Source: an optimization exercise on an open RTL-to-GDS flow (aim: small area, a short achievable clock period and few clock cycles per item). Production flows keep margins and buffers that such runs may drop.
Power and IR drop assume default switching activity.

Design goldschmidt_ctrl, start of the top module:
module goldschmidt_ctrl #(
    parameter int ITERS = 5
) (
    input  logic        clk,
    input  logic        rst_n,
    input  logic        start,
    input  logic [15:0] n,
    input  logic [15:0] d,
    output logic        busy,
    output logic        done,
    output logic [15:0] q,
    output logic        dbz
);
==> module goldschmidt_ctrl, before the edit <==
module goldschmidt_ctrl #(
    parameter int ITERS = 5
) (
    input  logic        clk,
    input  logic        rst_n,
    input  logic        start,
    input  logic [15:0] n,
    input  logic [15:0] d,
    output logic        busy,
    output logic        done,
    output logic [15:0] q,
    output logic        dbz
);
    logic [15:0] dr;
    logic [15:0] rr;
    logic [15:0] qr;
    logic [2:0] cnt;
    logic        satr;
    logic        sat;
    logic [2:0] cnt0;
    logic [31:0] ld;
    assign sat = (n[15:8] >= d);
    always_comb begin
        ld   = 32'(n) << 8;
        cnt0 = 3'd7;
        if ((|d[15:12])) begin
            ld   = 32'(n) << 12;
            cnt0 = 3'd5;
        end
        if ((|d[15:14])) begin
            ld   = 32'(n) << 14;
            cnt0 = 3'd4;
        end
    end
    function automatic logic [18:0] sub18(input logic [17:0] a, input logic [17:0] b);
        logic [18:0] g, p, gn, pn;
        logic [17:0] s;
        g[0] = 1'b1;
        p[0] = 1'b0;
        for (int i = 0; i < 18; i++) begin
            g[i+1] = a[i] & ~b[i];
            p[i+1] = a[i] ^ ~b[i];
        end
        for (int l = 1; l <= 18; l = l * 2) begin
            gn = g;
            pn = p;
            for (int i = 0; i <= 18; i++) begin
                if ((i / l) % 2 == 1) begin
                    gn[i] = g[i] | (p[i] & g[(i / l) * l - 1]);
                    pn[i] = p[i] & p[(i / l) * l - 1];
                end
            end
            g = gn;
            p = pn;
        end
        for (int i = 0; i < 18; i++) s[i] = a[i] ^ ~b[i] ^ g[i];
        sub18 = {g[18], s};
    endfunction
    logic [17:0] wv;
    logic [18:0] t1, t2, t3;
    logic        s1, s2, s3;
    logic [15:0] rn;
    logic [1:0]  qd;
    assign wv = {rr, qr[15:14]};
    logic [17:0] d3;
    assign d3 = {2'b0, dr} + {1'b0, dr, 1'b0};
    assign t1 = sub18(wv, {2'b0, dr});
    assign t2 = sub18(wv, {1'b0, dr, 1'b0});
    assign t3 = sub18(wv, d3);
    assign s1 = t1[18];
    assign s2 = t2[18];
    assign s3 = t3[18];
    assign qd = {s2, s3 | (s1 & ~s2)};
    always_comb begin
        if (s3)      rn = t3[15:0];
        else if (s2) rn = t2[15:0];
        else if (s1) rn = t1[15:0];
        else         rn = wv[15:0];
    end
    assign q = qr | {16{satr}};
    always_ff @(posedge clk) begin
        if (!rst_n) begin
            busy <= 1'b0;
            done <= 1'b0;
        end else begin
            done <= 1'b0;
            if (!busy) begin
                if (start) begin
                    if (sat) done <= 1'b1;
                    else     busy <= 1'b1;
                end
            end else if (cnt == '0) begin
                busy <= 1'b0;
                done <= 1'b1;
            end
        end
    end
    always_ff @(posedge clk) begin
        if (!busy) begin
            dr   <= d;
            rr   <= ld[31:16];
            qr   <= ld[15:0];
            cnt  <= cnt0;
            satr <= sat;
            dbz  <= (d == 16'd0);
        end else begin
            rr   <= rn;
            qr   <= {qr[13:0], qd};
            cnt  <= cnt - 1'b1;
            satr <= 1'b0;
            dbz  <= 1'b0;
        end
    end
endmodule
export LEC_CHECK = 0
export CAP_MARGIN = 20
export CORE_MARGIN = 2
export CORE_UTILIZATION = 40
export SLEW_MARGIN = 20
export BUFFER_PORTS_ARGS = -buffer_cell sky130_fd_sc_hd__buf_1
create_clock -name core_clock -period 11.5 [get_ports {clk}]
standard.sh (not shown) runs the stock make flow with config.mk's settings and CLKGATE_MAP_FILE= SYNTH_SCRIPT=/design/flow/synth_recipe.tcl, a recipe that flattens the netlist after the stock synthesis.
==> flow/flow/run.sh <==
#!/bin/bash
set -euo pipefail
echo 'export BUFFER_PORTS_ARGS = -buffer_cell sky130_fd_sc_hd__buf_1' >> "$FLOW_CONFIG"
bash standard.sh > standard.log 2>&1
Next try:
--- a/flow/design.v
+++ b/flow/design.v
@@ -33,28 +33,14 @@
         end
     end
     function automatic logic [18:0] sub18(input logic [17:0] a, input logic [17:0] b);
-        logic [18:0] g, p, gn, pn;
+        logic [18:0] c;
         logic [17:0] s;
-        g[0] = 1'b1;
-        p[0] = 1'b0;
+        c[0] = 1'b1;
         for (int i = 0; i < 18; i++) begin
-            g[i+1] = a[i] & ~b[i];
-            p[i+1] = a[i] ^ ~b[i];
+            s[i]   = a[i] ^ ~b[i] ^ c[i];
+            c[i+1] = (a[i] & ~b[i]) | (c[i] & (a[i] | ~b[i]));
         end
-        for (int l = 1; l <= 18; l = l * 2) begin
-            gn = g;
-            pn = p;
-            for (int i = 0; i <= 18; i++) begin
-                if ((i / l) % 2 == 1) begin
-                    gn[i] = g[i] | (p[i] & g[(i / l) * l - 1]);
-                    pn[i] = p[i] & p[(i / l) * l - 1];
-                end
-            end
-            g = gn;
-            p = pn;
-        end
-        for (int i = 0; i < 18; i++) s[i] = a[i] ^ ~b[i] ^ g[i];
-        sub18 = {g[18], s};
+        sub18 = {c[18], s};
     endfunction
     logic [17:0] wv;
     logic [18:0] t1, t2, t3;
Effect: The changed run finished clean. Worst hold slack gets worse by 0.031 ns. Synthesized area shrinks by 16%. Final area shrinks by 14%. Power shrinks by 30%. Final cell count shrinks by 22%. Via count shrinks by 25%. Core utilization grows by 1.8 points. Clock skew is about the same. Count of clock-buffer cells in the layout does not change. Sequential cell count stays the same. Wire length shrinks by 26%. Maximum frequency shrinks by 42%. Non-clock buffer count grows by 3. First-iteration DRC count shrinks by 36%.
Function was not checked in any run of this note: the RTL went through the layout flow alone.

re-timing with driven ports:
The flow's constraints put no driver on any port. The routed layouts listed below were extracted and timed again, unchanged, in two steps.
Step 1: set_driving_cell puts a clkbuf_16 on clk and a buf_2 on each other input, an assumption about the parent block.
Step 2 moves the port delays by t, midway between the first and last clock arrival at a register: inputs arrive t later, outputs are due t later. That takes back most of the time a late clock gives input paths.
Slacks: ideal / step 1 / step 2; pairs: ideal / step 1.
run | t (ns) | setup WS [ns] | worst setup path at the end | latest minus earliest clock arrival (ns) | worst data-port slew with drivers (ns)
the first run | 0.330 | 6.634 / 6.634 / 6.634 | register to register | 0.001 / 0.002 | 0.04
the second run | 0.336 | 3.043 / 3.043 / 3.043 | register to register | 0.005 / 0.005 | 0.04
After both steps every run listed still meets setup and hold.
